Source: an optimization exercise on an open RTL-to-GDS flow (aim: small area, a short achievable clock period and few clock cycles). Production flows keep margins and buffers that such runs may drop.
RTL that was checked went through simulation tests only; none was proved equivalent to the original.
No activity file was given, so power comes from the tool's default toggle rates.

## top_k_candidate_list_unit
module top_k_candidate_list_unit
(
    input  logic                 aclk,
    input  logic                 aresetn,
    input  logic                 s_tvalid,
    output logic                 s_tready,
    input  logic [S_TDATA_W-1:0] s_tdata,    
    input  logic [S_TUSER_W-1:0] s_tuser,    
    output logic                 m_tvalid,
    input  logic                 m_tready,
    output logic [M_TDATA_W-1:0] m_tdata,    
    output logic [M_TUSER_W-1:0] m_tuser,    
    output logic                 m_tlast
);
    logic                  push;
    logic                  pop;
    logic [RANK_W-1:0]     idx;
    logic [LIST_DEPTH-1:0] sel_id;
    logic [LIST_DEPTH-1:0] sel_score;
    tkcl_pkg::status_t     verdict;
    logic [LIST_DEPTH-1:0] first_sel;
    logic [LIST_DEPTH-1:0] next_sel;
    logic [CNT_W-1:0]      held_count;
    logic [ID_W-1:0]       rd_id;
    logic [SCORE_W-1:0]    rd_score;
    tkcl_ctrl u_ctrl (
        .aclk       (aclk),
  ...
Size in the first run: roughly 1500 cells after synthesis, ~350 flip-flops.
==> module tkcl_datapath, before the edit <==
module tkcl_datapath
(
    input  logic                  aclk,
    input  logic                  aresetn,
    input  logic [S_TDATA_W-1:0]  s_tdata,     
    input  logic [S_TUSER_W-1:0]  s_tuser,     
    input  logic                  push,
    input  logic                  pop,
    input  logic [RANK_W-1:0]     idx,
    input  logic [LIST_DEPTH-1:0] sel_id,      
    input  logic [LIST_DEPTH-1:0] sel_score,   
    output tkcl_pkg::status_t     verdict,
    output logic [LIST_DEPTH-1:0] first_sel,
    output logic [LIST_DEPTH-1:0] next_sel,
    output logic [CNT_W-1:0]      held_count,
    output logic [ID_W-1:0]       rd_id,
    output logic [SCORE_W-1:0]    rd_score
);
    function automatic logic le16(input logic [15:0] a, input logic [15:0] b);
        logic [15:0] gt, eq;
        logic [7:0]  gt2, eq2;
        logic [3:0]  gt4, eq4;
        logic [1:0]  gt8, eq8;
        gt = a & ~b;
        eq = ~(a ^ b);
        for (int i = 0; i < 8; i++) begin
            gt2[i] = gt[2*i+1] | (eq[2*i+1] & gt[2*i]);
            eq2[i] = eq[2*i+1] & eq[2*i];
        end
        for (int i = 0; i < 4; i++) begin
            gt4[i] = gt2[2*i+1] | (eq2[2*i+1] & gt2[2*i]);
            eq4[i] = eq2[2*i+1] & eq2[2*i];
        end
        for (int i = 0; i < 2; i++) begin
            gt8[i] = gt4[2*i+1] | (eq4[2*i+1] & gt4[2*i]);
            eq8[i] = eq4[2*i+1] & eq4[2*i];
        end
        le16 = ~(gt8[1] | (eq8[1] & gt8[0]));
    endfunction
    logic [ID_W-1:0]       req_id;
    logic [SCORE_W-1:0]    req_score;
    logic                  req_action;
    logic                  req_no_chance;
    logic [LIST_DEPTH-1:0] flag_le;     
    logic                  flag_dup;    
    logic [LIST_DEPTH-1:0] in_eq;
    logic [ID_W-1:0]       in_id;
    logic [SCORE_W-1:0]    in_score;
    assign in_id    = s_tdata[ID_W-1:0];
    assign in_score = s_tdata[ID_W +: SCORE_W];
    logic [ID_W-1:0]    slot_id    [LIST_DEPTH];
    logic [SCORE_W-1:0] slot_score [LIST_DEPTH];
    logic [IDX_W-1:0]   slot_rank  [LIST_DEPTH];
    logic [CNT_W-1:0]   count_reg;
    logic [LIST_DEPTH-1:0] held;
    logic [LIST_DEPTH-1:0] score_le;
    logic [LIST_DEPTH-1:0] target;
    logic [LIST_DEPTH-1:0] rank_first;
    logic [LIST_DEPTH-1:0] rank_le;     
    logic [IDX_W-1:0]      ins_rank;
    logic [IDX_W-1:0]      idx_inc;
    logic                  new_first;
    logic                  full;
    logic                  insert;
    logic                  clear;
    assign full    = count_reg[CNT_W-1];
    assign idx_inc = idx + IDX_W'(1);
    always_comb begin
        for (int k = 0; k < LIST_DEPTH; k++) begin
            held[k]       = (CNT_W'(k) < count_reg);
            score_le[k]   = flag_le[k];
            target[k]     = full ? (slot_rank[k] == IDX_W'(LIST_DEPTH - 1))
                                 : (count_reg == CNT_W'(k));
            rank_first[k] = held[k] && (slot_rank[k] == '0);
            next_sel[k]   = held[k] && (slot_rank[k] == idx_inc);
        end
    end
    always_comb begin
        for (int r = 0; r < LIST_DEPTH; r++) begin
            rank_le[r] = 1'b0;
            for (int k = 0; k < LIST_DEPTH; k++) begin
                rank_le[r] = rank_le[r] | (score_le[k] && (slot_rank[k] == IDX_W'(r)));
            end
        end
    end
    assign ins_rank[2] = rank_le[3];
    assign ins_rank[1] = (rank_le[1] & ~rank_le[3]) | rank_le[5];
    assign ins_rank[0] = (rank_le[0] & ~rank_le[1]) | (rank_le[2] & ~rank_le[3]) |
                         (rank_le[4] & ~rank_le[5]) | (rank_le[6] & ~rank_le[7]);
    assign new_first = !rank_le[0];
    assign first_sel = new_first ? target : rank_first;
    always_comb begin
        if (req_action == ACT_CLEAR) begin
            verdict = STAT_CLEARED;
        end else if (req_no_chance) begin
            verdict = STAT_NO_CHANCE;
        end else if (flag_dup) begin
            verdict = STAT_DUPLICATE;
        end else if (full && (&score_le)) begin
            verdict = STAT_FULL_WORSE;
        end else begin
            verdict = STAT_INSERTED;
        end
    end
    assign clear  = pop && (req_action == ACT_CLEAR);
    assign insert = pop && (verdict == STAT_INSERTED);
    always_comb begin
        for (int k = 0; k < LIST_DEPTH; k++) begin
            if (insert && target[k]) begin
                in_eq[k] = !clear && (req_id == in_id);
            end else begin
                in_eq[k] = !clear && held[k] && (slot_id[k] == in_id);
            end
        end
    end
    always_ff @(posedge aclk) begin
        if (push) begin
            flag_dup      <= |in_eq;
            req_id        <= in_id;
            req_score     <= in_score;
            req_action    <= s_tuser[0];
            req_no_chance <= s_tuser[1];
            for (int k = 0; k < LIST_DEPTH; k++) begin
                if (insert && target[k]) begin
                    flag_le[k] <= !clear && le16(req_score, in_score);
                end else begin
                    flag_le[k] <= !clear && held[k] && le16(slot_score[k], in_score);
                end
            end
        end
    end
    for (genvar k = 0; k < LIST_DEPTH; k++) begin : g_slot
        always_ff @(posedge aclk) begin
            if (insert && target[k]) begin
                slot_id[k]    <= req_id;
                slot_score[k] <= req_score;
            end
        end
        always_ff @(posedge aclk) begin
            if (insert) begin
                if (target[k]) begin
                    slot_rank[k] <= ins_rank;
                end else if (!score_le[k]) begin
                    slot_rank[k] <= {slot_rank[k][2] ^ (slot_rank[k][1] & slot_rank[k][0]),
                                     slot_rank[k][1] ^ slot_rank[k][0],
                                     !slot_rank[k][0]};
                end
            end
        end
    end
    always_ff @(posedge aclk) begin
        if (!aresetn || clear) begin
            count_reg <= '0;
        end else if (insert && !full) begin
            count_reg <= count_reg + CNT_W'(1);
        end
    end
    assign held_count = count_reg;
    always_comb begin
        rd_id    = '0;
        rd_score = '0;
        for (int k = 0; k < LIST_DEPTH; k++) begin
            rd_id    = rd_id    | ({ID_W{sel_id[k]}}       & slot_id[k]);
            rd_score = rd_score | ({SCORE_W{sel_score[k]}} & slot_score[k]);
        end
    end
endmodule
clock: 7.0 ns
lec_check: 0
cap_margin: 20
core_margin: 2
core_utilization: 40
cts_cluster_diameter: 100
cts_cluster_size: 18
setup_slack_margin: 3.8
slew_margin: 20
standard.sh (not shown) runs the stock make flow with config.mk's settings and CLKGATE_MAP_FILE= SYNTH_SCRIPT=/design/flow/synth_recipe.tcl, a recipe that flattens the netlist after the stock synthesis.
==> flow/flow/run.sh <==
#!/bin/bash
# The standard layout, with plain buffers (buf_1) on the ports in place of the
# delay buffers buffer_ports picks by default; timing repair resizes them where
# needed. Each tool's output goes to a log of its own under orfs/logs, and
# the make output to standard.log.
set -euo pipefail
export BUFFER_PORTS_ARGS="-buffer_cell sky130_fd_sc_hd__buf_1"
bash standard.sh > standard.log 2>&1
Testbench counts at the start, summed over its fixed seeds: cycles 13,741.
Then changed:
--- a/flow/design.v
+++ b/flow/design.v
@@ -182,21 +182,21 @@
     logic [ID_W-1:0]       req_id;
     logic [SCORE_W-1:0]    req_score;
     logic                  req_action;
     logic                  req_no_chance;
     logic [LIST_DEPTH-1:0] flag_le;     
-    logic                  flag_dup;    
-    logic [LIST_DEPTH-1:0] in_eq;
+    logic [LIST_DEPTH-1:0] flag_eq;     
     logic [ID_W-1:0]       in_id;
     logic [SCORE_W-1:0]    in_score;
     assign in_id    = s_tdata[ID_W-1:0];
     assign in_score = s_tdata[ID_W +: SCORE_W];
     logic [ID_W-1:0]    slot_id    [LIST_DEPTH];
     logic [SCORE_W-1:0] slot_score [LIST_DEPTH];
     logic [IDX_W-1:0]   slot_rank  [LIST_DEPTH];
     logic [CNT_W-1:0]   count_reg;
     logic [LIST_DEPTH-1:0] held;
+    logic [LIST_DEPTH-1:0] id_match;
     logic [LIST_DEPTH-1:0] score_le;
     logic [LIST_DEPTH-1:0] target;
     logic [LIST_DEPTH-1:0] rank_first;
     logic [LIST_DEPTH-1:0] rank_le;     
     logic [IDX_W-1:0]      ins_rank;
@@ -208,10 +208,11 @@
     assign full    = count_reg[CNT_W-1];
     assign idx_inc = idx + IDX_W'(1);
     always_comb begin
         for (int k = 0; k < LIST_DEPTH; k++) begin
             held[k]       = (CNT_W'(k) < count_reg);
+            id_match[k]   = flag_eq[k];
             score_le[k]   = flag_le[k];
             target[k]     = full ? (slot_rank[k] == IDX_W'(LIST_DEPTH - 1))
                                  : (count_reg == CNT_W'(k));
             rank_first[k] = held[k] && (slot_rank[k] == '0);
             next_sel[k]   = held[k] && (slot_rank[k] == idx_inc);
@@ -234,41 +235,33 @@
     always_comb begin
         if (req_action == ACT_CLEAR) begin
             verdict = STAT_CLEARED;
         end else if (req_no_chance) begin
             verdict = STAT_NO_CHANCE;
-        end else if (flag_dup) begin
+        end else if (|id_match) begin
             verdict = STAT_DUPLICATE;
         end else if (full && (&score_le)) begin
             verdict = STAT_FULL_WORSE;
         end else begin
             verdict = STAT_INSERTED;
         end
     end
     assign clear  = pop && (req_action == ACT_CLEAR);
     assign insert = pop && (verdict == STAT_INSERTED);
-    always_comb begin
-        for (int k = 0; k < LIST_DEPTH; k++) begin
-            if (insert && target[k]) begin
-                in_eq[k] = !clear && (req_id == in_id);
-            end else begin
-                in_eq[k] = !clear && held[k] && (slot_id[k] == in_id);
-            end
-        end
-    end
     always_ff @(posedge aclk) begin
         if (push) begin
-            flag_dup      <= |in_eq;
             req_id        <= in_id;
             req_score     <= in_score;
             req_action    <= s_tuser[0];
             req_no_chance <= s_tuser[1];
             for (int k = 0; k < LIST_DEPTH; k++) begin
                 if (insert && target[k]) begin
                     flag_le[k] <= !clear && le16(req_score, in_score);
+                    flag_eq[k] <= !clear && (req_id == in_id);
                 end else begin
                     flag_le[k] <= !clear && held[k] && le16(slot_score[k], in_score);
+                    flag_eq[k] <= !clear && held[k] && (slot_id[k] == in_id);
                 end
             end
         end
     end
     for (genvar k = 0; k < LIST_DEPTH; k++) begin : g_slot
Power grows by 1.4%. Sequential share of layout area stays flat. Utilization drops by 0.36 points. Area after synthesis goes up by 3.4%. Maximum frequency is lower by 1.2%. Cell count rose by 5.8%.
Testbench counts after the change, summed over its fixed seeds: cycles 13,741.

---

Another version of the RTL of top_k_candidate_list_unit (not shown whole).
Size in the first run: roughly 360 flip-flops, about 84 I/O pins, roughly 20000 um^2 of cells after synthesis.
==> module tkcl_ctrl, before the edit <==
module tkcl_ctrl
(
    input  logic                  aclk,
    input  logic                  aresetn,
    input  logic                  s_tvalid,
    output logic                  s_tready,
    output logic                  m_tvalid,
    input  logic                  m_tready,
    output logic [M_TUSER_W-1:0]  m_tuser,
    output logic                  m_tlast,
    output logic                  push,          
    output logic                  pop,           
    output logic [RANK_W-1:0]     idx,
    output logic [LIST_DEPTH-1:0] sel_id,
    output logic [LIST_DEPTH-1:0] sel_score,
    input  tkcl_pkg::status_t     verdict,       
    input  logic [LIST_DEPTH-1:0] first_sel,     
    input  logic [LIST_DEPTH-1:0] next_sel,      
    input  logic [CNT_W-1:0]      held_count
);
    logic                  req_valid;
    logic                  valid_reg;
    logic                  last_reg;
    tkcl_pkg::status_t     status_reg;
    logic [RANK_W-1:0]     idx_reg;
    logic [LIST_DEPTH-1:0] sel_reg;         
    logic [LIST_DEPTH-1:0] sel_score_reg;   
    logic                  free_reg;        
    logic [LIST_DEPTH-1:0] sel_next;
    logic advance;     
    logic head_free;   
    assign advance   = !valid_reg || m_tready;
    assign head_free = advance && (!valid_reg || last_reg);
    assign pop       = req_valid && head_free;
    assign s_tready  = free_reg || (m_tready && last_reg);
    assign push      = s_tvalid && s_tready;
    always_ff @(posedge aclk) begin
        if (!aresetn) begin
            req_valid <= 1'b0;
        end else if (push) begin
            req_valid <= 1'b1;
        end else if (pop) begin
            req_valid <= 1'b0;
        end
    end
    always_ff @(posedge aclk) begin
        if (!aresetn) begin
            valid_reg <= 1'b0;
        end else if (advance) begin
            valid_reg <= (valid_reg && !last_reg) || req_valid;
        end
    end
    always_ff @(posedge aclk) begin
        if (!aresetn) begin
            free_reg <= 1'b1;
        end else begin
            free_reg <= !(push || (req_valid && !pop)) ||
                        !(advance ? ((valid_reg && !last_reg) || req_valid) : valid_reg);
        end
    end
    always_ff @(posedge aclk) begin
        if (advance) begin
            if (valid_reg && !last_reg) begin
                idx_reg  <= idx_reg + RANK_W'(1);
                last_reg <= (CNT_W'(idx_reg) + CNT_W'(2)) == held_count;
            end else begin
                idx_reg <= '0;
                if (verdict == STAT_INSERTED) begin
                    status_reg <= STAT_INSERTED;
                    last_reg   <= (held_count == '0);
                end else begin
                    status_reg <= verdict;
                    last_reg   <= 1'b1;
                end
            end
        end
    end
    always_comb begin
        if (valid_reg && !last_reg) begin
            sel_next = next_sel;
        end else if (verdict == STAT_INSERTED) begin
            sel_next = first_sel;
        end else begin
            sel_next = '0;
        end
    end
    always_ff @(posedge aclk) begin
        if (advance) begin
            sel_reg <= sel_next;
        end
    end
    always_ff @(posedge aclk) begin
        if (!aresetn) begin
            sel_score_reg <= '0;
        end else if (advance) begin
            sel_score_reg <= sel_next;
        end
    end
    assign m_tvalid = valid_reg;
    assign m_tuser  = status_reg;
    assign m_tlast  = last_reg;
    assign idx      = idx_reg;
    assign sel_id    = sel_reg;
    assign sel_score = sel_score_reg;
endmodule
export LEC_CHECK = 0
export CAP_MARGIN = 20
export CORE_MARGIN = 2
export CORE_UTILIZATION = 40
export SETUP_SLACK_MARGIN = 3.9
export SLEW_MARGIN = 20
create_clock -name core_clock -period 7.0 [get_ports {aclk}]
run.sh (not shown) runs the stock make flow with config.mk's settings and CLKGATE_MAP_FILE= SYNTH_SCRIPT=/design/flow/synth_recipe.tcl, a recipe that flattens the netlist after the stock synthesis.
Stock flow here: none of the scripts above is used.
Edit:
--- a/flow/design.v
+++ b/flow/design.v
@@ -130,14 +130,6 @@
     end
     always_ff @(posedge aclk) begin
-        if (advance) begin
-            sel_reg <= sel_next;
-        end
-    end
-    always_ff @(posedge aclk) begin
-        if (!aresetn) begin
-            sel_score_reg <= '0;
-        end else if (advance) begin
-            sel_score_reg <= sel_next;
-        end
+        sel_reg       <= advance ? sel_next : sel_score_reg;
+        sel_score_reg <= advance ? sel_next : sel_reg;
     end
     assign m_tvalid = valid_reg;
After rerunning: The new run went through all stages and came out clean. Cell count went up by 2.2%. Wire length went up by 4.1%. Design area went up by 1.1%. Worst setup slack gains 0.098 ns. Power barely changes. Die area went up by 0.68%. Hold slack gains 0.048 ns. Fmax went up by 3.1%. Area after synthesis went up by 0.70%. Sequential share of layout area went down by 0.70 points. Clock-buffer cell count went down by 3. Critical path depth went down by 1. Core utilization went up by 0.33 points. Flip-flop and latch count is unchanged.
Testbench counts after the change, summed over its fixed seeds: cycles 13,741.
Only the layout flow was run in the first run of this note; the RTL was not checked for function there.

---

== JK ==
Another version of the RTL of top_k_candidate_list_unit (not shown whole).
For scale: ~1400 cells after synthesis, ~350 flip-flops, ~84 I/O pins, about 18000 um^2 of cells after synthesis.
==> module tkcl_ctrl, before the edit <==
module tkcl_ctrl
(
    input  logic                  aclk,
    input  logic                  aresetn,
    input  logic                  s_tvalid,
    output logic                  s_tready,
    output logic                  m_tvalid,
    input  logic                  m_tready,
    output logic [M_TUSER_W-1:0]  m_tuser,
    output logic                  m_tlast,
    output logic                  push,          
    output logic                  pop,           
    output logic [RANK_W-1:0]     idx,
    output logic [LIST_DEPTH-1:0] sel_id,
    output logic [LIST_DEPTH-1:0] sel_score,
    input  tkcl_pkg::status_t     verdict,       
    input  logic [LIST_DEPTH-1:0] first_sel,     
    input  logic [LIST_DEPTH-1:0] next_sel,      
    input  logic [CNT_W-1:0]      held_count
);
    logic                  req_valid;
    logic                  valid_reg;
    logic                  last_reg;
    tkcl_pkg::status_t     status_reg;
    logic [RANK_W-1:0]     idx_reg;
    logic [LIST_DEPTH-1:0] sel_reg;         
    logic [LIST_DEPTH-1:0] sel_score_reg;   
    logic [LIST_DEPTH-1:0] sel_next;
    logic advance;     
    logic head_free;   
    assign advance   = !valid_reg || m_tready;
    assign head_free = advance && (!valid_reg || last_reg);
    assign pop       = req_valid && head_free;
    assign s_tready  = !req_valid || (head_free && (verdict != STAT_INSERTED));
    assign push      = s_tvalid && s_tready;
    always_ff @(posedge aclk) begin
        if (!aresetn) begin
            req_valid <= 1'b0;
        end else if (push) begin
            req_valid <= 1'b1;
        end else if (pop) begin
            req_valid <= 1'b0;
        end
    end
    always_ff @(posedge aclk) begin
        if (!aresetn) begin
            valid_reg <= 1'b0;
        end else if (advance) begin
            valid_reg <= (valid_reg && !last_reg) || req_valid;
        end
    end
    always_ff @(posedge aclk) begin
        if (advance) begin
            if (valid_reg && !last_reg) begin
                idx_reg  <= idx_reg + RANK_W'(1);
                last_reg <= (CNT_W'(idx_reg) + CNT_W'(2)) == held_count;
            end else begin
                idx_reg <= '0;
                if (verdict == STAT_INSERTED) begin
                    status_reg <= STAT_INSERTED;
                    last_reg   <= (held_count == '0);
                end else begin
                    status_reg <= verdict;
                    last_reg   <= 1'b1;
                end
            end
        end
    end
    always_comb begin
        if (valid_reg && !last_reg) begin
            sel_next = next_sel;
        end else if (verdict == STAT_INSERTED) begin
            sel_next = first_sel;
        end else begin
            sel_next = '0;
        end
    end
    always_ff @(posedge aclk) begin
        sel_reg       <= advance ? sel_next : sel_score_reg;
        sel_score_reg <= advance ? sel_next : sel_reg;
    end
    assign m_tvalid = valid_reg;
    assign m_tuser  = status_reg;
    assign m_tlast  = last_reg;
    assign idx      = idx_reg;
    assign sel_id    = sel_reg;
    assign sel_score = sel_score_reg;
endmodule
==> flow/config.mk <==
export PLATFORM = sky130hd
export DESIGN_NAME = top_k_candidate_list_unit
export DESIGN_NICKNAME = top_k_candidate_list_unit
export VERILOG_FILES = /design/flow/design.v
export SDC_FILE = /design/flow/constraint.sdc
export NUM_CORES = 4
export LEC_CHECK = 0
export CAP_MARGIN = 20
export CORE_MARGIN = 2
export CORE_UTILIZATION = 40
export CTS_CLUSTER_DIAMETER = 100
export CTS_CLUSTER_SIZE = 18
export SETUP_SLACK_MARGIN = 3.8
export SLEW_MARGIN = 20
==> flow/constraint.sdc <==
create_clock -name core_clock -period 7.0 [get_ports {aclk}]
set_input_delay 1.4000 -clock core_clock [delete_from_list [all_inputs] [get_ports {aclk}]]
set_output_delay 1.4000 -clock core_clock [all_outputs]
set_load 0.01 [all_outputs]
standard.sh (not shown) runs the stock make flow with config.mk's settings and CLKGATE_MAP_FILE= SYNTH_SCRIPT=/design/flow/synth_recipe.tcl, a recipe that flattens the netlist after the stock synthesis.
Scripts as last shown in full above: flow/flow/run.sh
The flow did not stop early for JK: all stages ran, and the layout cleared the timing, design-rule and antenna checks.
The following lists how PW was set up differently from JK:
diff --git a/flow/design.v b/flow/design.v
--- a/flow/design.v
+++ b/flow/design.v
@@ -71,12 +71,18 @@
     logic [LIST_DEPTH-1:0] sel_score_reg;   
     logic [LIST_DEPTH-1:0] sel_next;
     logic advance;     
     logic head_free;   
+    logic head_ins;    
+    logic take_base;   
+    logic take_last;   
     assign advance   = !valid_reg || m_tready;
     assign head_free = advance && (!valid_reg || last_reg);
     assign pop       = req_valid && head_free;
-    assign s_tready  = !req_valid || (head_free && (verdict != STAT_INSERTED));
+    assign head_ins  = (verdict == STAT_INSERTED);
+    assign take_base = !req_valid || (!valid_reg && !head_ins);
+    assign take_last = last_reg && !head_ins;
+    assign s_tready  = take_base || (m_tready && take_last);
     assign push      = s_tvalid && s_tready;
     always_ff @(posedge aclk) begin
         if (!aresetn) begin
             req_valid <= 1'b0;
==> summary.txt <==
- In the reports for JK and PW, the smaller die outline area belongs to PW.
- PW against JK: period utilization decreased 1.2 points; share of the synthesized area in compound gates (AO/OA/AOI/OAI) went up; fraction of power consumed by the clock network comparable; utilization shrank by 0.37 points; area used by multi-input combinational logic fell by about 1.1%.
No functional check of the RTL was part of any run of this note.

==> re-timing with driven ports <==
How much do the figures lean on ideal ports? The routed layouts below were timed once more, with nothing changed but the port constraints. Step 1: set_driving_cell puts a clkbuf_16 on aclk and a buf_2 on each other input, an assumption about the parent block. Step 2 also shifts input and output timing later by t, the mid clock arrival at the registers, as if the neighbouring blocks saw the same clock. a / b / c = ideal / step 1 / step 2; a / b = the first two.
run	shift t [ns]	slack for setup (ns)	worst data-port slew with drivers (ns)
the first run of note 1	0.623	3.818 / 3.787 / 3.273	0.08
the second run of note 1	0.621	3.780 / 3.715 / 3.259	0.09
the first run of note 2	0.639	3.694 / 3.637 / 3.317	0.05
the second run of note 2	0.641	3.793 / 3.734 / 3.240	0.05
JK	0.617	3.542 / 3.518 / 3.256	0.07
PW	0.619	3.623 / 3.573 / 3.433	0.06
After both steps every run listed still meets setup and hold. The setup slack of the second run of note 2, which loses most, moves by -0.059 ns with the drivers and by -0.553 ns with both steps.
